This is an optimization exercise on Yosys and OpenROAD, whose aim is a short achievable clock period and few clock cycles, not a production implementation. Only simulation tests tie the RTL to the original design; equivalence was not proved. No activity file was given, so power comes from the tool's default toggle rates.

==> flow/design.v <==
`default_nettype none
package rv_cfg_pkg;
  localparam int XLEN   = 64;
  localparam int ILEN   = 32;
  localparam int REG_AW = 5;
  localparam logic [XLEN-1:0] RESET_PC = 64'h0000_0000_8000_0000;
  localparam logic [XLEN-1:0] PC_STEP  = 64'd4;
  localparam logic [ILEN-1:0] NOP_INST = 32'h0000_0013;
endpackage
`default_nettype wire
`default_nettype none
package rv_isa_pkg;
  typedef enum logic [6:0] {
    OPC_OP     = 7'b0110011,
    OPC_OP_IMM = 7'b0010011,
    OPC_LUI    = 7'b0110111,
    OPC_LOAD   = 7'b0000011,
    OPC_STORE  = 7'b0100011,
    OPC_BRANCH = 7'b1100011,
    OPC_JAL    = 7'b1101111
  } opcode_e;
  typedef enum logic [1:0] {
    WB_ALU  = 2'd0,
    WB_MEM  = 2'd1,
    WB_LINK = 2'd2
  } wb_src_e;
  typedef enum logic [1:0] {
    ALU_ADD    = 2'd0,
    ALU_SUB    = 2'd1,
    ALU_PASS_B = 2'd2,
    ALU_EQ     = 2'd3
  } alu_op_e;
  localparam int RD_LSB     = 7;
  localparam int RS1_LSB    = 15;
  localparam int RS2_LSB    = 20;
  localparam int FUNCT7_LSB = 25;
  localparam logic [6:0] FUNCT7_SUB = 7'b0100000;
endpackage
`default_nettype wire
`timescale 1ns/1ps
`default_nettype none
module rv_pipe_top (
  input  wire         clk_i,
  input  wire         reset_i,
  output logic        if_valid_o,
  input  wire         if_ready_i,
  output logic [63:0] if_addr_o,
  input  wire  [31:0] if_data_i,
  output logic        mem_valid_o,
  input  wire         mem_ready_i,
  output logic [63:0] mem_addr_o,
  output logic [63:0] mem_wdata_o,
  input  wire  [63:0] mem_rdata_i,
  output logic        mem_wen_o,
  output logic [63:0] pc_vis_o,
  output logic [31:0] instruction_vis_o,
  output logic        exec_once_o
);
  localparam logic [63:0] RESET_PC = 64'h0000_0000_8000_0000;
  localparam logic [31:0] NOP_INST = 32'h0000_0013;
  localparam logic [6:0] OPC_OP     = 7'b0110011;
  localparam logic [6:0] OPC_OP_IMM = 7'b0010011;
  localparam logic [6:0] OPC_LUI    = 7'b0110111;
  localparam logic [6:0] OPC_LOAD   = 7'b0000011;
  localparam logic [6:0] OPC_STORE  = 7'b0100011;
  localparam logic [6:0] OPC_BRANCH = 7'b1100011;
  localparam logic [6:0] OPC_JAL    = 7'b1101111;
  logic        flow, m_busy;
  logic [63:0] pc_q;
  logic        d_valid;
  logic [31:0] d_inst;
  logic [63:0] d_pc, d_pc4;
  logic [63:21] d_pchi_inc, d_pchi_dec;
  logic [20:0] d_off;
  logic        d_ptaken;
  logic [63:0] d_ptgt;
  logic        x_valid, x_nop;
  logic [31:0] x_inst;
  logic [63:0] x_pc, x_pc4, x_target, x_ptgt;
  logic        x_ptaken, x_beq, x_jal, x_load, x_store, x_writes, x_sub;
  logic [4:0]  x_rd;
  logic [63:0] x_a, x_b, x_s;
  logic        x_afm, x_bfm, x_sfm, x_sfl;
  logic        m_valid, m_load, m_store, m_writes, done_q;
  logic [4:0]  m_rd;
  logic [63:0] m_res, m_sd, rdata_q;
  logic [63:0] m_wdata;
  logic [63:0] rf_q [1:31];
  logic        x_redir, d_redir, d_stall;
  logic [63:0] x_rpc, d_target;
  assign mem_valid_o = m_valid && (m_load || m_store) && !done_q;
  assign mem_wen_o   = m_store;
  assign mem_addr_o  = m_res;
  assign mem_wdata_o = m_sd;
  assign m_busy      = mem_valid_o && !mem_ready_i;
  assign flow        = (!if_valid_o || if_ready_i) && !m_busy;
  logic        f_ptaken;
  logic [63:0] f_ptgt, f_pc4;
  logic        f_jal, f_jshort, f_bshort, f_short;
  logic [11:0] j_off, b_off;
  logic [12:0] j_lo, b_lo;
  logic [63:0] s_tgt;
  assign f_jal    = if_data_i[6:0] == OPC_JAL;
  assign f_jshort = f_jal && {if_data_i[30:28], if_data_i[20], if_data_i[19:12]} == {12{if_data_i[31]}};
  assign f_bshort = if_data_i[6:0] == OPC_BRANCH && if_data_i[19:15] == if_data_i[24:20] &&
                    if_data_i[31] == 1'b0 && if_data_i[30:28] == 3'd0 && if_data_i[7] == 1'b0;
  assign j_off    = {{4{if_data_i[31]}}, if_data_i[27:21], 1'b0};
  assign b_off    = {4'd0, if_data_i[27:25], if_data_i[11:8], 1'b0};
  add64 #(.W(12), .L(4)) u_jadd (.a_i(pc_q[11:0]), .b_i(j_off), .c_i(1'b0), .s_o(j_lo[11:0]), .c_o(j_lo[12]));
  add64 #(.W(12), .L(4)) u_badd (.a_i(pc_q[11:0]), .b_i(b_off), .c_i(1'b0), .s_o(b_lo[11:0]), .c_o(b_lo[12]));
  assign f_short  = (f_jshort && j_lo[12] == if_data_i[31]) || (f_bshort && !b_lo[12]);
  assign s_tgt    = {pc_q[63:12], f_jal ? j_lo[11:0] : b_lo[11:0]};
  assign f_ptaken = f_short;
  assign f_ptgt   = s_tgt;
  assign f_pc4     = pc_q + 64'd4;
  assign if_addr_o = pc_q;
  always_ff @(posedge clk_i) begin
    if (reset_i) begin
      if_valid_o <= 1'b1;
      pc_q       <= RESET_PC;
      d_valid    <= 1'b0;
    end else begin
      if_valid_o <= 1'b1;
      if (flow) begin
        if (x_redir) begin
          pc_q    <= x_rpc;
          d_valid <= 1'b0;
        end else if (!d_stall) begin
          if (d_redir) begin
            pc_q    <= d_target;
            d_valid <= 1'b0;
          end else begin
            if (if_valid_o) pc_q <= f_ptaken ? f_ptgt : f_pc4;
            d_valid <= if_valid_o;
          end
        end
      end
    end
  end
  always_ff @(posedge clk_i) begin
    if (flow && !d_stall) begin
      d_inst   <= if_data_i;
      d_off    <= if_data_i[3] ? {if_data_i[31], if_data_i[19:12], if_data_i[20], if_data_i[30:21], 1'b0}
                               : {{8{if_data_i[31]}}, if_data_i[7], if_data_i[30:25], if_data_i[11:8], 1'b0};
      d_pc     <= pc_q;
      d_pc4    <= f_pc4;
      d_pchi_inc <= pc_q[63:21] + 43'd1;
      d_pchi_dec <= pc_q[63:21] - 43'd1;
      d_ptaken <= f_ptaken;
      d_ptgt   <= f_ptgt;
    end
  end
  logic [6:0]  opc;
  logic [4:0]  rs1, rs2, rd;
  logic        is_op, is_opimm, is_lui, is_load, is_store, is_beq, is_jal;
  logic        use1, use2, use2x, writes;
  logic [63:0] imm_i, imm_s, imm_b, imm_u, imm_j, d_imm;
  logic [63:0] rf_a, rf_b, d_a, d_b;
  logic        static_taken;
  assign opc = d_inst[6:0];
  assign rs1 = d_inst[19:15];
  assign rs2 = d_inst[24:20];
  assign rd  = d_inst[11:7];
  assign is_op    = opc == OPC_OP;
  assign is_opimm = opc == OPC_OP_IMM;
  assign is_lui   = opc == OPC_LUI;
  assign is_load  = opc == OPC_LOAD;
  assign is_store = opc == OPC_STORE;
  assign is_beq   = opc == OPC_BRANCH;
  assign is_jal   = opc == OPC_JAL;
  assign use1   = (is_op || is_opimm || is_load || is_store || is_beq) && rs1 != 5'd0;
  assign use2x  = (is_op || is_beq) && rs2 != 5'd0;
  assign use2   = use2x || (is_store && rs2 != 5'd0);
  assign writes = (is_op || is_opimm || is_lui || is_load || is_jal) && rd != 5'd0;
  assign imm_i = {{52{d_inst[31]}}, d_inst[31:20]};
  assign imm_s = {{52{d_inst[31]}}, d_inst[31:25], d_inst[11:7]};
  assign imm_b = {{51{d_inst[31]}}, d_inst[31], d_inst[7], d_inst[30:25], d_inst[11:8], 1'b0};
  assign imm_u = {{32{d_inst[31]}}, d_inst[31:12], 12'b0};
  assign imm_j = {{43{d_inst[31]}}, d_inst[31], d_inst[19:12], d_inst[20], d_inst[30:21], 1'b0};
  always_comb begin
    if (is_store)    d_imm = imm_s;
    else if (is_lui) d_imm = imm_u;
    else if (is_jal) d_imm = '0;
    else             d_imm = imm_i;
  end
  logic [21:0] tlo;
  add64 #(.W(21), .L(5)) u_tadd (.a_i(d_pc[20:0]), .b_i(d_off), .c_i(1'b0), .s_o(tlo[20:0]), .c_o(tlo[21]));
  always_comb begin
    case ({d_off[20], tlo[21]})
      2'b01:   d_target[63:21] = d_pchi_inc;
      2'b10:   d_target[63:21] = d_pchi_dec;
      default: d_target[63:21] = d_pc[63:21];
    endcase
    d_target[20:0] = tlo[20:0];
  end
  assign rf_a = (rs1 == 5'd0) ? 64'd0 :
                (m_valid && m_writes && m_rd == rs1) ? m_wdata : rf_q[rs1];
  assign rf_b = (rs2 == 5'd0) ? 64'd0 :
                (m_valid && m_writes && m_rd == rs2) ? m_wdata : rf_q[rs2];
  always_comb begin
    if (is_jal)      d_a = d_pc4;
    else if (is_lui) d_a = 64'd0;
    else             d_a = rf_a;
  end
  assign d_b = (is_op || is_beq) ? rf_b : d_imm;
  assign d_stall = d_valid && x_valid && x_load && x_writes &&
                   ((use1 && x_rd == rs1) || (use2x && x_rd == rs2));
  assign static_taken = is_beq && (rs1 == rs2 || d_inst[31]);
  assign d_redir      = d_valid && !d_ptaken && (is_jal || static_taken) && !d_stall;
  always_ff @(posedge clk_i) begin
    if (reset_i) begin
      x_valid <= 1'b0;
    end else if (flow) begin
      x_valid <= d_valid && !x_redir && !d_stall;
    end
  end
  always_ff @(posedge clk_i) begin
    if (flow) begin
      x_inst   <= d_inst;
      x_nop    <= d_inst == NOP_INST;
      x_pc     <= d_pc;
      x_pc4    <= d_pc4;
      x_target <= d_target;
      x_ptaken <= d_ptaken || d_redir;
      x_ptgt   <= d_ptaken ? d_ptgt : d_target;
      x_beq    <= is_beq;
      x_jal    <= is_jal;
      x_load   <= is_load;
      x_store  <= is_store;
      x_writes <= writes;
      x_sub    <= is_op && d_inst[31:25] == 7'b0100000;
      x_rd     <= rd;
      x_a      <= d_a;
      x_b      <= d_b;
      x_s      <= rf_b;
      x_afm    <= use1 && x_valid && x_writes && !x_load && x_rd == rs1;
      x_bfm    <= use2x && x_valid && x_writes && !x_load && x_rd == rs2;
      x_sfm    <= use2 && x_valid && x_writes && !x_load && x_rd == rs2;
      x_sfl    <= use2 && x_valid && x_writes && x_load && x_rd == rs2;
    end
  end
  logic [63:0] load_data, xa, xb, xs, alu, sd;
  logic        eq, taken, tgt_ok;
  assign load_data = done_q ? rdata_q : mem_rdata_i;
  assign xa  = x_afm ? m_res : x_a;
  assign xb  = x_bfm ? m_res : x_b;
  assign xs  = x_sfm ? m_res : x_s;
  add64 #(.W(64)) u_alu (.a_i(xa), .b_i(xb ^ {64{x_sub}}), .c_i(x_sub), .s_o(alu), .c_o());
  assign sd  = x_sfl ? load_data : xs;
  assign eq     = xa == xb;
  assign taken  = x_jal || (x_beq && eq);
  assign tgt_ok = x_ptgt == x_target;
  assign x_redir = x_valid && (taken ? !(x_ptaken && tgt_ok) : x_ptaken);
  assign x_rpc   = taken ? x_target : x_pc4;
  always_ff @(posedge clk_i) begin
    if (reset_i) begin
      exec_once_o <= 1'b0;
    end else begin
      exec_once_o <= flow && x_valid && !x_nop;
    end
  end
  always_ff @(posedge clk_i) begin
    if (flow) begin
      pc_vis_o          <= x_pc;
      instruction_vis_o <= x_inst;
    end
  end
  always_ff @(posedge clk_i) begin
    if (reset_i) begin
      m_valid <= 1'b0;
    end else if (flow) begin
      m_valid <= x_valid;
    end
  end
  always_ff @(posedge clk_i) begin
    if (flow) begin
      m_load   <= x_load;
      m_store  <= x_store;
      m_writes <= x_writes;
      m_rd     <= x_rd;
      m_res    <= alu;
      m_sd     <= sd;
    end
  end
  always_ff @(posedge clk_i) begin
    if (reset_i) begin
      done_q <= 1'b0;
    end else if (flow) begin
      done_q <= 1'b0;
    end else if (mem_valid_o && mem_ready_i) begin
      done_q <= 1'b1;
    end
  end
  always_ff @(posedge clk_i) begin
    if (mem_valid_o && mem_ready_i) rdata_q <= mem_rdata_i;
  end
  assign m_wdata = m_load ? load_data : m_res;
  always_ff @(posedge clk_i) begin
    if (m_valid && m_writes) rf_q[m_rd] <= m_wdata;
  end
endmodule
`default_nettype wire
`default_nettype none
module add64 #(
  parameter int W = 64,
  parameter int L = 6
) (
  input  wire  [W-1:0] a_i,
  input  wire  [W-1:0] b_i,
  input  wire          c_i,
  output logic [W-1:0] s_o,
  output logic         c_o
);
  logic [W-1:0] p0;
  logic [W-1:0] g [0:L];
  logic [W-1:0] p [0:L];
  assign p0   = a_i ^ b_i;
  assign g[0] = (a_i & b_i) | {{(W-1){1'b0}}, p0[0] & c_i};
  assign p[0] = p0;
  for (genvar l = 0; l < L; l++) begin : g_lvl
    for (genvar i = 0; i < W; i++) begin : g_bit
      if (i >= (1 << l)) begin : g_comb
        assign g[l+1][i] = g[l][i] | (p[l][i] & g[l][i - (1 << l)]);
        assign p[l+1][i] = p[l][i] & p[l][i - (1 << l)];
      end else begin : g_pass
        assign g[l+1][i] = g[l][i];
        assign p[l+1][i] = p[l][i];
      end
    end
  end
  assign s_o = p0 ^ {g[L][W-2:0], c_i};
  assign c_o = g[L][W-1];
endmodule
`default_nettype wire
==> flow/run.sh <==
#!/bin/bash
# synth_recipe.tcl (not shown) runs the flow's synth.tcl, then flattens the netlist and writes it again
# the make line also repeats each setting of config.mk as NAME=value (left out here)
make -C /OpenROAD-flow-scripts/flow DESIGN_CONFIG=/design/flow/config.mk WORK_HOME=/design/flow/orfs CLKGATE_MAP_FILE= SYNTH_SCRIPT=/design/flow/synth_recipe.tcl finish
==> flow/config.mk <==
export PLATFORM = sky130hd
export DESIGN_NAME = rv_pipe_top
export DESIGN_NICKNAME = rv_pipe_top
export VERILOG_FILES = /design/flow/design.v
export SDC_FILE = /design/flow/constraint.sdc
export NUM_CORES = 4
export LEC_CHECK = 0
export CAP_MARGIN = 20
export CORE_MARGIN = 2
export CORE_UTILIZATION = 33
export SETUP_SLACK_MARGIN = 5
export SLEW_MARGIN = 20
export TNS_END_PERCENT = 20
==> flow/constraint.sdc <==
create_clock -name core_clock -period 11.0 [get_ports {clk_i}]
set_input_delay 2.2000 -clock core_clock [delete_from_list [all_inputs] [get_ports {clk_i}]]
set_output_delay 2.2000 -clock core_clock [all_outputs]
set_load 0.01 [all_outputs]
==> metrics.md, run 1 <==
| Metric | Value |
|---|---|
| Synth cell count leaders | `3,033 x edfxtp_1, 1,140 x mux4_2, 465 x nor2_1, 454 x clkbuf_1, 427 x mux2i_1` |
| Leak pwr | `around 55 nW` |
| Synth Flop Type | `edfxtp_1` |
| CTS tree | `yes` |
| Post-synth EDFFs | `3,033` |
| CORE AREA | `between 400,000 and 500,000 um2` |
| Grt ovf | `0` |
| Worst-margin pin slew | `1.37 ns` |
| Worst-path cell chain | `clkdlybuf4s50_1 -> ha_1 -> a211oi_1 -> o21bai_1 -> a31oi_1 -> a21oi_1 -> xor2_1 -> o22ai_2 -> buf_4 -> a21o_1 -> o211a_4 -> nor3_4 -> a32o_1` |
| Residual DRC | `0` |
| Final setup fails | `0` |
| Area contributors post-synth | `edfxtp_1 61%, mux4_2 17%, mux2i_1 2.9%, xnor2_1 1.7%, a21oi_1 1.4%` |
| Cell taking the most area after synthesis | `edfxtp_1` |
| Worst-skew pair later-pin latency | `about 0.95 ns` |
| Fillers | `40,700` |
| Routed Antenna Nets | `0` |
| Register area share after synthesis | `62.4%` |
| WL/cell | `34.2 um` |
| Routed vias | `92,200` |
| First-pass GRT wire length | `736,000 um` |
| DRT Pass-1 Iters | `6` |
| Slew margin rel. | `7.72%` |
| Layout area overhead | `15.2%` |
| Syn_area_per_cell | `16.5 um2` |
| Max Cap Viol | `0` |
| Cell Rows | `246` |
| Initial antenna violation count | `26` |
| Slowest cell on crit path | `nor3_4` |
| CP Capture Type | `flop` |
| Fraction of layout cells with a size suffix above 1 | `23.1%` |
| Layout Skew | `0.0703 ns` |
| WS Path Type | `in2reg` |
| Comb pwr share | `between 10% and 20%` |
| Cts hold-fix bufs | `0` |
| Max-slew violation count | `0` |
| Power Dens Cells | `191 nW/um2` |
| Placer Congestion | `0.965` |
| Final hold violation count | `0` |
| Clk sinks | `3,112` |
| Nets | `9,514` |
| Setup crit start kind | `input pin` |
| DP HPWL | `341,000 um` |
| Initial DRC Count | `13,000` |
| Number of distinct library cells after synthesis | `93` |
| Die height | `675 um` |
| CP max stage delay | `roughly 0.84 ns` |
| Mapped Cells | `9,014` |
| Fmax achieved | `between 150 and 200 MHz` |
| Synth Cell Area | `148,000 um2` |
| Drt via density | `5.93` |
| Int Pwr | `23.1 mW` |
| Dpl cells | `14,900` |
| CP required | `about 12 ns` |
| Synth Register Bits | `3,112` |
| Non-Filler Instances | `15,500` |
| Die footprint | `455,000 um2` |
| Initial Util | `33.1%` |
| Async SR Flop Fraction | `0%` |
| CP arrival | `between 6 and 7 ns` |
| Unrepaired setup endpoints after global routing | `false` |
| Yosys warning count | `10` |
| Outcome | `finished clean` |
| Top Ports | `between 300 and 400` |
| Num CTS Buffers | `between 300 and 400` |
| Largest net degree at the start of global routing | `171` |
| Sw frac | `29.4%` |
| Count leader, synth | `edfxtp_1` |
| Top-area cell type share of the netlist area | `between 60 and 70%` |
| Clock Tree Buf Depth | `4` |
| Setup TNS | `0 ns` |
| P_sw | `9.60 mW` |
| Vias in the first global route | `92,000` |
| Hold Crit Class | `reg2reg` |
| Final Critical Period | `roughly 5.8 ns` |
| VDD IR max | `0.000126 V` |
| CTS H-Tree Depth | `5` |
| Routed Wire Length | `532,000 um` |
| Crit Path Max Fanout | `21` |
| Die width | `675 um` |
| Count of input and output buffers | `390` |
| Hold slack | `0.414 ns` |
| Total track usage | `22.8%` |
| Clock Power Share | `35.1%` |
| Final Cycle Share | `52.6%` |
| Flop pwr share | `46.4%` |
| Root Buffer | `clkbuf_16` |
| Worst-path clk slew | `0.06 ns` |
cell families (layout without fill, tap and decap cells):
| logic type | count (synthesis) | in the layout | share of synthesized area (%) |
|---|---|---|---|
| flip-flops | 3112 | 3112 | 62.4 |
| XOR/XNOR | 473 | 473 | 2.79 |
| AND/OR/NAND/NOR | 1446 | 1446 | 4.55 |
| adder cells (fa/ha/maj) | 106 | 106 | 0.914 |
| AO/OA/AOI/OAI | 1351 | 1351 | 5.83 |
| multiplexers | 1702 | 1702 | 21.2 |
| other | 1 | 15 | 0.00253 |
| buffers and inverters | 823 | 1382 | 2.28 |
power groups by stage:
stage | Combinational [mW] | Sequential, mW | Clock (mW)
after global placement | 5.85 | 15.4 | 0
after detailed placement | 5.92 | 15.4 | 0
final | 6.04 | 15.2 | 11.5
after CTS | 5.94 | 15.1 | 11.6
after floorplan | 3.46 | 14.8 | 0
after global routing | 6.36 | 15.1 | 12.1
sequential cells by signal (all words and copies together) (netlist names), 43 cells and up, named ones only:
name / count
pc_q: 64
m_res: 64
x_pc: 64
rf_q: 1984
x_ptgt: 64
x_b: 64
m_sd: 64
x_target: 63
d_pc4: 62
rdata_q: 64
pc_vis_o: 64
x_s: 64
d_pc: 64
x_a: 64
d_pchi_inc: 43
x_pc4: 62
final cells by class:
class	instances	area, um2	area share [%]
multi-input cells	5079	53100	31.1
diodes	14	35.0	0.0205
clock inverters	194	2220	1.30
clock buffers	397	8660	5.06
well taps	5952	7450	4.36
flip-flops and latches	3112	92700	54.2
repair buffers	678	6380	3.73
inverters	113	432	0.252
layer usage:
layer / global-route usage [%] / vias up / wire (um)
li1: - / 37100 / -
met1: 28.8 / 48500 / 197000
met2: 36.7 / 5466 / 251000
met3: 4.43 / 1126 / 48900
met4: 13.0 / 8 / 35100
met5: 0 / - / 53
what timing repair did:
action | CTS | global route
endpoints found under the setup margin | 0 | 10
setup buffers | 0 | 0
gates resized for setup | 0 | 1
through the flow:
step                      instance area (um2)  total power [mW]  setup slack (ns)  utilization, %
after floorplan                        148000              18.3              5.74               -
after global placement                 160000              21.2              4.43            35.6
after detailed placement               160000              21.3              4.39            35.7
after CTS                              171000              32.7              5.29            38.1
after global routing                   171000              33.6              5.12            38.1
final                                  171000              32.7              5.21            38.1
layout by cell type, fill, tap and decap left out, drive strengths merged, types with 129 or more instances in the layout:
cell,n
a211oi,174
a21oi,428
buf,287
clkbuf,398
clkdlybuf4s50,390
clkinv,129
edfxtp,3033
mux2,135
mux2i,427
mux4,1140
nand2,413
nor2,467
o21ai,291
xnor2,281
xor2,192
critical path: cells and delay by family:
| family | cells | cell delay (ns) |
|---|---|---|
| XOR/XNOR | 1 | 0.23 |
| adder cells (fa/ha/maj) | 1 | 0.33 |
| AO/OA/AOI/OAI | 8 | 2.00 |
| AND/OR/NAND/NOR | 1 | 0.84 |
| buffers and inverters | 2 | 1.00 |
final timing paths:
check | startpoint | endpoint | slack [ns] | depth (start not counted)
setup / recovery | if_data_i[22] | pc_q[57] | 5.21 | 13
hold / removal | x_inst[30] | instruction_vis_o[30] | 0.41 | 0
setup reg to reg | x_afm | pc_q[10] | 5.35 | 15
hold reg to reg | x_inst[30] | instruction_vis_o[30] | 0.41 | 0
Testbench counts, summed over its fixed seeds: cycles 137,232.
==> run 2: changes to the inputs <==
--- a/flow/design.v
+++ b/flow/design.v
@@ -40,4 +40,27 @@
 `timescale 1ns/1ps
 `default_nettype none
+module fetch_unit (
+  input  wire  [31:0] inst_i,
+  input  wire  [11:0] pc_lo_i,
+  output logic        short_o,
+  output logic [11:0] tgt_lo_o
+);
+  logic        jal, jshort, bshort;
+  logic [11:0] j_off, b_off;
+  logic [12:0] j_lo, b_lo;
+  assign jal    = inst_i[6:0] == 7'b1101111;
+  assign jshort = jal && {inst_i[30:28], inst_i[20], inst_i[19:12]} == {12{inst_i[31]}};
+  assign bshort = inst_i[6:0] == 7'b1100011 && inst_i[19:15] == inst_i[24:20] &&
+                  inst_i[31] == 1'b0 && inst_i[30:28] == 3'd0 && inst_i[7] == 1'b0;
+  assign j_off  = {{4{inst_i[31]}}, inst_i[27:21], 1'b0};
+  assign b_off  = {4'd0, inst_i[27:25], inst_i[11:8], 1'b0};
+  assign j_lo   = {1'b0, pc_lo_i} + {1'b0, j_off};
+  assign b_lo   = {1'b0, pc_lo_i} + {1'b0, b_off};
+  assign short_o  = (jshort && j_lo[12] == inst_i[31]) || (bshort && !b_lo[12]);
+  assign tgt_lo_o = jal ? j_lo[11:0] : b_lo[11:0];
+endmodule
+`default_nettype wire
+`timescale 1ns/1ps
+`default_nettype none
 module rv_pipe_top (
   input  wire         clk_i,
@@ -87,5 +110,5 @@
   logic [63:0] m_wdata;
   logic [63:0] rf_q [1:31];
-  logic        x_redir, d_redir, d_stall;
+  logic        x_redir, d_stall;
   logic [63:0] x_rpc, d_target;
   assign mem_valid_o = m_valid && (m_load || m_store) && !done_q;
@@ -97,20 +120,9 @@
   logic        f_ptaken;
   logic [63:0] f_ptgt, f_pc4;
-  logic        f_jal, f_jshort, f_bshort, f_short;
-  logic [11:0] j_off, b_off;
-  logic [12:0] j_lo, b_lo;
-  logic [63:0] s_tgt;
-  assign f_jal    = if_data_i[6:0] == OPC_JAL;
-  assign f_jshort = f_jal && {if_data_i[30:28], if_data_i[20], if_data_i[19:12]} == {12{if_data_i[31]}};
-  assign f_bshort = if_data_i[6:0] == OPC_BRANCH && if_data_i[19:15] == if_data_i[24:20] &&
-                    if_data_i[31] == 1'b0 && if_data_i[30:28] == 3'd0 && if_data_i[7] == 1'b0;
-  assign j_off    = {{4{if_data_i[31]}}, if_data_i[27:21], 1'b0};
-  assign b_off    = {4'd0, if_data_i[27:25], if_data_i[11:8], 1'b0};
-  add64 #(.W(12), .L(4)) u_jadd (.a_i(pc_q[11:0]), .b_i(j_off), .c_i(1'b0), .s_o(j_lo[11:0]), .c_o(j_lo[12]));
-  add64 #(.W(12), .L(4)) u_badd (.a_i(pc_q[11:0]), .b_i(b_off), .c_i(1'b0), .s_o(b_lo[11:0]), .c_o(b_lo[12]));
-  assign f_short  = (f_jshort && j_lo[12] == if_data_i[31]) || (f_bshort && !b_lo[12]);
-  assign s_tgt    = {pc_q[63:12], f_jal ? j_lo[11:0] : b_lo[11:0]};
-  assign f_ptaken = f_short;
-  assign f_ptgt   = s_tgt;
+  logic        f_short;
+  logic [11:0] f_tgt_lo;
+  fetch_unit u_fetch (.inst_i(if_data_i), .pc_lo_i(pc_q[11:0]), .short_o(f_short), .tgt_lo_o(f_tgt_lo));
+  assign f_ptaken = f_short && pc_q[11:2] != 10'h3ff;
+  assign f_ptgt   = {pc_q[63:12], f_tgt_lo};
   assign f_pc4     = pc_q + 64'd4;
   assign if_addr_o = pc_q;
@@ -127,11 +139,6 @@
           d_valid <= 1'b0;
         end else if (!d_stall) begin
-          if (d_redir) begin
-            pc_q    <= d_target;
-            d_valid <= 1'b0;
-          end else begin
-            if (if_valid_o) pc_q <= f_ptaken ? f_ptgt : f_pc4;
-            d_valid <= if_valid_o;
-          end
+          if (if_valid_o) pc_q <= {f_pc4[63:12], f_ptaken ? f_ptgt[11:0] : f_pc4[11:0]};
+          d_valid <= if_valid_o;
         end
       end
@@ -157,5 +164,4 @@
   logic [63:0] imm_i, imm_s, imm_b, imm_u, imm_j, d_imm;
   logic [63:0] rf_a, rf_b, d_a, d_b;
-  logic        static_taken;
   assign opc = d_inst[6:0];
   assign rs1 = d_inst[19:15];
@@ -206,6 +212,4 @@
   assign d_stall = d_valid && x_valid && x_load && x_writes &&
                    ((use1 && x_rd == rs1) || (use2x && x_rd == rs2));
-  assign static_taken = is_beq && (rs1 == rs2 || d_inst[31]);
-  assign d_redir      = d_valid && !d_ptaken && (is_jal || static_taken) && !d_stall;
   always_ff @(posedge clk_i) begin
     if (reset_i) begin
@@ -222,6 +226,6 @@
       x_pc4    <= d_pc4;
       x_target <= d_target;
-      x_ptaken <= d_ptaken || d_redir;
-      x_ptgt   <= d_ptaken ? d_ptgt : d_target;
+      x_ptaken <= d_ptaken;
+      x_ptgt   <= d_ptgt;
       x_beq    <= is_beq;
       x_jal    <= is_jal;
==> flow/flow/run.sh (new file) <==
#!/bin/bash
set -euo pipefail
bash standard.sh SETUP_SLACK_MARGIN=7 finish > standard_flow.log 2>&1
==> flow/standard.sh (new file) <==
#!/bin/bash
# synth_recipe.tcl (not shown) runs the flow's synth.tcl, then flattens the netlist and writes it again
# the make line also repeats each setting of config.mk as NAME=value (left out here)
make -C /OpenROAD-flow-scripts/flow DESIGN_CONFIG=/design/flow/config.mk WORK_HOME=/design/flow/orfs CLKGATE_MAP_FILE= SYNTH_SCRIPT=/design/flow/synth_recipe.tcl "${@:-finish}"
--- a/flow/config.mk
+++ b/flow/config.mk
@@ -8,6 +8,8 @@
 export CAP_MARGIN = 20
 export CORE_MARGIN = 2
-export CORE_UTILIZATION = 33
+export CORE_UTILIZATION = 30
 export SETUP_SLACK_MARGIN = 5
 export SLEW_MARGIN = 20
+export SYNTH_HIERARCHICAL = 1
+export SYNTH_MINIMUM_KEEP_SIZE = 0
 export TNS_END_PERCENT = 20
removed: flow/run.sh
==> metrics.md, run 2 <==
| Metric | Value |
|---|---|
| Max Cap Viol | `0 (unchanged)` |
| Die footprint | `491,000 um2 (was 455,000 um2)` |
| Most frequent cells in the layout | `2,983 x edfxtp_1, 1,136 x mux4_2, 512 x nor2_1, 439 x buf_4, 420 x mux2i_1 (was 3,033 x edfxtp_1, 1,140 x mux4_2, 430 x nor2_1, 422 x mux2i_1, 411 x nand2_1)` |
| DRT Pass-1 Iters | `6 (unchanged)` |
| Largest reg by FF count | `rf_q (unchanged)` |
| Largest net degree at the start of global routing | `156 (was 171)` |
| Leak pwr | `57.2 nW (was 55.4 nW)` |
| Count of input and output buffers | `390 (unchanged)` |
| Residual DRC | `0 (unchanged)` |
| Placer Congestion | `0.947 (was 0.965)` |
| Yosys warning count | `13 (was 10)` |
| Grt ovf | `0 (unchanged)` |
| P_sw | `9.91 mW (was 9.60 mW)` |
| VDD IR max | `0.000135 V (was 0.000126 V)` |
| Clock Tree Buf Depth | `4 (unchanged)` |
| Initial Util | `30.1% (was 33.1%)` |
| Pwr Total | `32.7 mW (about the same)` |
| Die width | `701 um (was 675 um)` |
| Final Critical Period | `4.35 ns (was 5.79 ns)` |
| Flop pwr share | `44.1% (was 46.4%)` |
| Hold Crit Class | `reg2reg (unchanged)` |
| WL/cell | `33.4 um (was 34.2 um)` |
| Drt via density | `5.73 (was 5.93)` |
| Setup crit start kind | `flop (was input pin)` |
| Crit Path Max Fanout | `29 (was 21)` |
| Max reg flops | `1,984 (unchanged)` |
| First-pass GRT wire length | `732,000 um (was 736,000 um)` |
| CP Capture Type | `flop (unchanged)` |
| Die height | `701 um (was 675 um)` |
| CP required | `11.50 ns (was 11.85 ns)` |
| Int Pwr | `22.8 mW (was 23.1 mW)` |
| Layout area overhead | `19.3% (was 15.2%)` |
| Power Dens Cells | `188 nW/um2 (was 191 nW/um2)` |
| Fraction of layout cells with a size suffix above 1 | `27.2% (was 23.1%)` |
| Fmax achieved | `230 MHz (was 173 MHz)` |
| Cell Rows | `255 (was 246)` |
| Cts hold-fix bufs | `0 (unchanged)` |
| Final hold violation count | `0 (unchanged)` |
| Comb pwr share | `23.0% (was 18.5%)` |
| Mapped Cells | `8,778 (was 9,014)` |
| Top Ports | `392 (unchanged)` |
| Hold slack | `0.416 ns (was 0.414 ns)` |
| Clock Power Share | `32.9% (was 35.1%)` |
| Outcome | `finished clean (unchanged)` |
| DP HPWL | `328,000 um (was 341,000 um)` |
| Routed Wire Length | `539,000 um (was 532,000 um)` |
| Routed Antenna Nets | `0 (unchanged)` |
| Slew margin rel. | `14.1% (was 7.72%)` |
| CTS tree | `yes (unchanged)` |
| Root Buffer | `clkbuf_16 (unchanged)` |
| Max-slew violation count | `0 (unchanged)` |
| Final Cycle Share | `39.5% (was 52.6%)` |
| Final setup fails | `0 (unchanged)` |
| Layout Skew | `0.0800 ns (was 0.0703 ns)` |
| Routed vias | `92,400 (was 92,200)` |
| Total track usage | `21.0% (was 22.8%)` |
| Setup WS pre-CTS | `4.26 ns (was 4.39 ns)` |
| CTS H-Tree Depth | `5 (unchanged)` |
| Final worst slack | `6.65 ns (was 5.21 ns)` |
| Worst-margin pin slew | `1.29 ns (was 1.37 ns)` |
| Post-layout util | `36.0% (was 38.1%)` |
| Nets | `9,654 (was 9,514)` |
| Vias in the first global route | `90,600 (was 92,000)` |
| Worst-skew pair later-pin latency | `0.95 ns (about the same)` |
| Fillers | `44,800 (was 40,700)` |
| CP arrival | `4.85 ns (was 6.64 ns)` |
| Initial DRC Count | `12,500 (was 13,000)` |
| Initial antenna violation count | `29 (was 26)` |
| WS Path Type | `reg2reg (was in2reg)` |
| Sw frac | `30.3% (was 29.4%)` |
| Unrepaired setup endpoints after global routing | `true (was false)` |
| Worst-path clk slew | `0.06 ns (about the same)` |
| Most common cell after layout, fill and taps aside | `edfxtp_1 (unchanged)` |
| Syn_area_per_cell | `16.6 um2 (was 16.5 um2)` |
| Synth Cell Area | `146,000 um2 (was 148,000 um2)` |
| CORE AREA | `483,000 um2 (was 448,000 um2)` |
| Num CTS Buffers | `316 (was 324)` |
| Clk sinks | `3,062 (was 3,112)` |
==> run 2: final cells by class <==
cell class	count	area [um2]	area share, %
repair inverters	4	23.8	0.0137
clock inverters	181	1670	0.962
diodes	18	45.0	0.0259
well taps	6425	8040	4.63
repair buffers	981	10500	6.06
clock buffers	383	8380	4.83
inverters	83	343	0.197
multi-input cells	4997	53200	30.7
flip-flops and latches	3062	91400	52.6
==> run 2: timing repair <==
action,CTS,global route
resized for setup,250,329
endpoints found under the setup margin,2105,1202
setup buffers,133,168
pin swaps,52,20
cloned,28,10
==> run 2: power groups by stage <==
stage | clock network [mW] | logic [mW] | registers, mW
after floorplan | 0 | 3.48 | 14.6
after global placement | 0 | 5.99 | 15.1
after detailed placement | 0 | 6.07 | 15.1
after CTS | 10.9 | 6.88 | 14.6
after global routing | 11.3 | 7.80 | 14.4
final | 10.8 | 7.51 | 14.4
==> run 2: stage by stage <==
step,setup TNS [ns],instance area [um2],std cells
floorplan,-1750.36,146000,8779
global placement,0,158000,15200
detailed placement,0,158000,15200
CTS,0,171000,15900
global route,0,174000,16100
finish,0,174000,16100
==> run 2: final timing paths <==
path                  end  slack [ns]  startpoint  cells after the start
min             x_ptgt[1]        0.42   d_ptgt[1]                      0
max          rf_q[10][46]        6.65     m_valid                      6
min reg2reg     x_ptgt[1]        0.42   d_ptgt[1]                      0
max reg2reg  rf_q[10][46]        6.65     m_valid                      6
==> run 2: critical path, stage by stage, from the launching register on <==
cell and delay (ns):
dfxtp_1 0.61, nand2_1 0.20, nor2_1 0.13, nand2_1 0.50, nor2_4 0.85, buf_4 0.79, buf_4 0.74
==> run 2: metal layers <==
| layer | vias to the layer above | track usage (%) | share of wire (%) |
|---|---|---|---|
| met3 | 1089 | 3.54 | 8.8 |
| met2 | 5451 | 34.7 | 48 |
| li1 | 37000 | - | - |
| met1 | 48900 | 26.5 | 37 |
| met5 | - | 0 | 0.015 |
| met4 | 12 | 10.7 | 5.9 |
Testbench counts of run 2, summed over its fixed seeds: cycles 137,232.
==> run 3: changes to the inputs <==
--- a/flow/design.v
+++ b/flow/design.v
@@ -104,15 +104,16 @@
   logic [4:0]  x_rd;
   logic [63:0] x_a, x_b, x_s;
-  logic        x_afm, x_bfm, x_sfm, x_sfl;
-  logic        m_valid, m_load, m_store, m_writes, done_q;
+  logic        x_afm, x_bfm, x_sfm, x_sfl, x_use1, x_use2x;
+  logic [4:0]  x_rs1, x_rs2;
+  logic        m_valid, m_load, m_store, m_writes, done_q, mem_req_q;
   logic [4:0]  m_rd;
-  logic [63:0] m_res, m_sd, rdata_q;
+  logic [63:0] m_res, m_sd, rdata_q, mem_addr_q;
   logic [63:0] m_wdata;
   logic [63:0] rf_q [1:31];
   logic        x_redir, d_stall;
   logic [63:0] x_rpc, d_target;
-  assign mem_valid_o = m_valid && (m_load || m_store) && !done_q;
+  assign mem_valid_o = mem_req_q;
   assign mem_wen_o   = m_store;
-  assign mem_addr_o  = m_res;
+  assign mem_addr_o  = mem_addr_q;
   assign mem_wdata_o = m_sd;
   assign m_busy      = mem_valid_o && !mem_ready_i;
@@ -210,4 +211,6 @@
   end
   assign d_b = (is_op || is_beq) ? rf_b : d_imm;
+  logic d_sub;
+  assign d_sub = is_op && d_inst[31:25] == 7'b0100000;
   assign d_stall = d_valid && x_valid && x_load && x_writes &&
                    ((use1 && x_rd == rs1) || (use2x && x_rd == rs2));
@@ -233,22 +236,33 @@
       x_store  <= is_store;
       x_writes <= writes;
-      x_sub    <= is_op && d_inst[31:25] == 7'b0100000;
+      x_sub    <= d_sub;
       x_rd     <= rd;
       x_a      <= d_a;
-      x_b      <= d_b;
+      x_b      <= d_b ^ {64{d_sub}};
       x_s      <= rf_b;
-      x_afm    <= use1 && x_valid && x_writes && !x_load && x_rd == rs1;
-      x_bfm    <= use2x && x_valid && x_writes && !x_load && x_rd == rs2;
+      x_use1   <= use1;
+      x_use2x  <= use2x;
+      x_rs1    <= rs1;
+      x_rs2    <= rs2;
       x_sfm    <= use2 && x_valid && x_writes && !x_load && x_rd == rs2;
       x_sfl    <= use2 && x_valid && x_writes && x_load && x_rd == rs2;
     end
   end
+  always_ff @(posedge clk_i) begin
+    if (flow) begin
+      x_afm <= use1 && x_valid && x_writes && !x_load && x_rd == rs1;
+      x_bfm <= use2x && x_valid && x_writes && !x_load && x_rd == rs2;
+    end else begin
+      x_afm <= x_use1 && m_valid && m_writes && !m_load && m_rd == x_rs1;
+      x_bfm <= x_use2x && m_valid && m_writes && !m_load && m_rd == x_rs2;
+    end
+  end
   logic [63:0] load_data, xa, xb, xs, alu, sd;
   logic        eq, taken, tgt_ok;
   assign load_data = done_q ? rdata_q : mem_rdata_i;
   assign xa  = x_afm ? m_res : x_a;
-  assign xb  = x_bfm ? m_res : x_b;
+  assign xb  = x_bfm ? m_res ^ {64{x_sub}} : x_b;
   assign xs  = x_sfm ? m_res : x_s;
-  add64 #(.W(64)) u_alu (.a_i(xa), .b_i(xb ^ {64{x_sub}}), .c_i(x_sub), .s_o(alu), .c_o());
+  add64 #(.W(64)) u_alu (.a_i(xa), .b_i(xb), .c_i(x_sub), .s_o(alu), .c_o());
   assign sd  = x_sfl ? load_data : xs;
   assign eq     = xa == xb;
@@ -265,8 +279,6 @@
   end
   always_ff @(posedge clk_i) begin
-    if (flow) begin
-      pc_vis_o          <= x_pc;
-      instruction_vis_o <= x_inst;
-    end
+    pc_vis_o          <= x_pc;
+    instruction_vis_o <= x_inst;
   end
   always_ff @(posedge clk_i) begin
@@ -288,10 +300,16 @@
   end
   always_ff @(posedge clk_i) begin
+    if (flow && x_valid && (x_load || x_store)) mem_addr_q <= alu;
+  end
+  always_ff @(posedge clk_i) begin
     if (reset_i) begin
-      done_q <= 1'b0;
+      done_q    <= 1'b0;
+      mem_req_q <= 1'b0;
     end else if (flow) begin
-      done_q <= 1'b0;
+      done_q    <= 1'b0;
+      mem_req_q <= x_valid && (x_load || x_store);
     end else if (mem_valid_o && mem_ready_i) begin
-      done_q <= 1'b1;
+      done_q    <= 1'b1;
+      mem_req_q <= 1'b0;
     end
   end
==> flow/flow/run.sh (replaced) <==
#!/bin/bash
set -euo pipefail
bash standard.sh SETUP_SLACK_MARGIN=7 "BUFFER_PORTS_ARGS=-buffer_cell sky130_fd_sc_hd__buf_4" finish > standard_flow.log 2>&1
==> metrics.md, run 3 <==
| Metric | Value |
|---|---|
| Outcome | `finished clean (unchanged)` |
| Syn_area_per_cell | `16.5 um2 (was 16.6 um2)` |
| Pwr Total | `29.8 mW (was 32.7 mW)` |
| Layout area overhead | `16.6% (was 19.3%)` |
| Register area | `92,400 um2 (was 91,400 um2)` |
| WS Path Type | `reg2reg (unchanged)` |
| CP Capture Type | `flop (unchanged)` |
| Cell Rows | `257 (was 255)` |
| CP arrival | `4.96 ns (was 4.85 ns)` |
| Max-slew violation count | `0 (unchanged)` |
| Worst-margin pin slew | `1.27 ns (was 1.29 ns)` |
| Num CTS Buffers | `324 (was 316)` |
| Most common cell after layout, fill and taps aside | `edfxtp_1 (unchanged)` |
| Clk sinks | `3,134 (was 3,062)` |
| Count of input and output buffers | `390 (unchanged)` |
| Placer Congestion | `0.963 (was 0.947)` |
| Final worst slack | `6.61 ns (was 6.65 ns)` |
| Setup WS pre-CTS | `5.17 ns (was 4.26 ns)` |
| First-pass GRT wire length | `743,000 um (was 732,000 um)` |
| Area of the multi-input gates | `54,100 um2 (was 53,200 um2)` |
| Drt via density | `5.73 (about the same)` |
| Worst-path clk slew | `0.06 ns (about the same)` |
| CTS H-Tree Depth | `5 (unchanged)` |
| Min-delay src | `x_inst[3] (was d_ptgt[1])` |
| Dpl cells | `15,400 (was 15,200)` |
| Nets | `9,590 (was 9,654)` |
| Residual DRC | `0 (unchanged)` |
| Top Ports | `392 (unchanged)` |
| Fillers | `45,800 (was 44,800)` |
| Beginning of the worst register-to-register path | `m_rd[1] (was m_valid)` |
| DP HPWL | `349,000 um (was 328,000 um)` |
| Final Critical Period | `4.39 ns (was 4.35 ns)` |
| CORE AREA | `490,000 um2 (was 483,000 um2)` |
| Final hold violation count | `0 (unchanged)` |
| Fmax achieved | `228 MHz (was 230 MHz)` |
| CP required | `11.57 ns (was 11.50 ns)` |
| Met1 wire length | `205,000 um (was 200,000 um)` |
| Most frequent cells in the layout | `2,956 x edfxtp_1, 1,147 x mux4_2, 653 x buf_4, 582 x nor2_1, 470 x a21oi_1 (was 2,983 x edfxtp_1, 1,136 x mux4_2, 512 x nor2_1, 439 x buf_4, 420 x mux2i_1)` |
| Worst-skew pair later-pin latency | `1.00 ns (was 0.95 ns)` |
| Initial antenna violation count | `50 (was 29)` |
| Total track usage | `21.0% (about the same)` |
| Routed Wire Length | `544,000 um (was 539,000 um)` |
| Routed Antenna Nets | `0 (unchanged)` |
| VDD IR max | `0.000132 V (was 0.000135 V)` |
| Placed Area | `159,000 um2 (was 158,000 um2)` |
| CTS tree | `yes (unchanged)` |
| Hold Crit Class | `reg2reg (unchanged)` |
| Leak pwr | `56.2 nW (was 57.2 nW)` |
| Final setup fails | `0 (unchanged)` |
| Largest reg by FF count | `rf_q (unchanged)` |
| Die footprint | `499,000 um2 (was 491,000 um2)` |
| Root Buffer | `clkbuf_16 (unchanged)` |
| Max Cap Viol | `0 (unchanged)` |
| Synth Cell Area | `148,000 um2 (was 146,000 um2)` |
| Final Cycle Share | `39.9% (was 39.5%)` |
| Met2 routed WL | `258,000 um (was 260,000 um)` |
| Initial DRC Count | `13,500 (was 12,500)` |
| Die height | `706 um (was 701 um)` |
| WL met3 | `50,400 um (was 47,600 um)` |
| Power Dens Cells | `173 nW/um2 (was 188 nW/um2)` |
| Layout Skew | `0.0649 ns (was 0.0800 ns)` |
| Slew margin rel. | `14.8% (was 14.1%)` |
| Routed vias | `92,500 (was 92,400)` |
| Design Area, Final | `172,000 um2 (was 174,000 um2)` |
| Vias in the first global route | `90,600 (about the same)` |
| Clock Tree Buf Depth | `4 (unchanged)` |
| Max reg flops | `1,984 (unchanged)` |
| Fraction of layout cells with a size suffix above 1 | `28.9% (was 27.2%)` |
| Grt ovf | `0 (unchanged)` |
| Yosys warning count | `13 (unchanged)` |
| Crit Path Max Fanout | `31 (was 29)` |
| Unrepaired setup endpoints after global routing | `true (unchanged)` |
| Uppermost layer routed | `met5 (unchanged)` |
| Die width | `706 um (was 701 um)` |
| Non-Filler Instances | `16,100 (about the same)` |
| Crit path from | `m_rd[1] (was m_valid)` |
| WL/cell | `33.7 um (was 33.4 um)` |
| Largest net degree at the start of global routing | `143 (was 156)` |
| DRT Pass-1 Iters | `9 (was 6)` |
| Post-layout util | `35.1% (was 36.0%)` |
| Setup crit start kind | `flop (unchanged)` |
| Mapped Cells | `8,942 (was 8,778)` |
| Initial Util | `30.2% (was 30.1%)` |
[run 3: routing by layer]
| metal | GRT usage, % | vias to the layer above |
|---|---|---|
| met5 | 0 | - |
| met3 | 3.81 | 1047 |
| met2 | 34.2 | 5665 |
| met1 | 27.2 | 48700 |
| met4 | 10.1 | 14 |
| li1 | - | 37100 |
[run 3: stage by stage]
| step | hold WS, ns | TNS (ns) |
|---|---|---|
| 2_1_floorplan | 0.323 | -344.65 |
| 3_3_place_gp | 0.328 | 0 |
| 3_5_place_dp | 0.327 | 0 |
| 4_1_cts | 0.340 | 0 |
| 5_1_grt | 0.345 | 0 |
| 6_report | 0.338 | 0 |
[run 3: cell type report]
type / instances / area share, %
flip-flops and latches: 3134 / 53.6
multi-input cells: 5082 / 31.4
clock buffers: 383 / 4.95
well taps: 6475 / 4.70
repair buffers: 743 / 3.89
clock inverters: 212 / 1.26
inverters: 96 / 0.215
diodes: 14 / 0.0203
[run 3: report_power, final]
group          internal (mW)  switching (mW)
combinational           1.62            2.57
sequential              13.8           0.524
clock                   6.30            4.98
total                   21.7            8.08
[run 3: worst paths after layout]
path	end	slack, ns	cells past startpoint
worst max-delay path	rf_q[1][40]	6.61	4
worst min-delay path	instruction_vis_o[3]	0.34	0
worst max register to register	rf_q[1][40]	6.61	4
worst min register to register	instruction_vis_o[3]	0.34	0
[run 3: worst max-delay path, stage by stage, from the launching register on]
cell,delay (ns)
edfxtp_1,0.54
nand4b_1,0.91
nor2_4,0.81
buf_4,0.70
buf_4,0.83
[run 3: repair_timing]
action	in CTS	in global routing
gates resized for setup	219	9
hold buffers	0	0
pin swaps	52	2
setup buffers	90	8
gates cloned	17	0
setup endpoints to repair	1413	1070
Testbench counts of run 3, summed over its fixed seeds: cycles 137,232.

## separate check: timing with driven ports
In the flow no input, the clock included, has a driving cell. The finished layouts below were timed again as built, in two steps.
Step 1 assumes that a clkbuf_16 drives the clock port and a buf_2 every other input.
Step 2, shift: input delay + t, output delay - t, t = (earliest + latest rising clock arrival at the registers) / 2. This alone moves slack from input paths to output paths.
a / b / c = no drivers / after step 1 / after step 2; a / b = the first two.
| run | t (ns) | slack for setup (ns) | worst register clock-pin slew, ns | worst data-port slew with drivers (ns) |
|---|---|---|---|---|
| run 1 | 1.033 | 5.209 / 5.283 / 4.250 | 0.07 / 0.07 | 0.11 |
| run 2 | 1.001 | 6.652 / 6.611 / 5.823 | 0.07 / 0.07 | 0.16 |
| run 3 | 1.082 | 6.613 / 6.528 / 5.892 | 0.08 / 0.08 | 0.18 |
After both steps setup and hold are still met in every run listed. For run 1, which loses most, drivers alone change the setup slack by +0.074 ns; drivers and shift together by -0.959 ns.
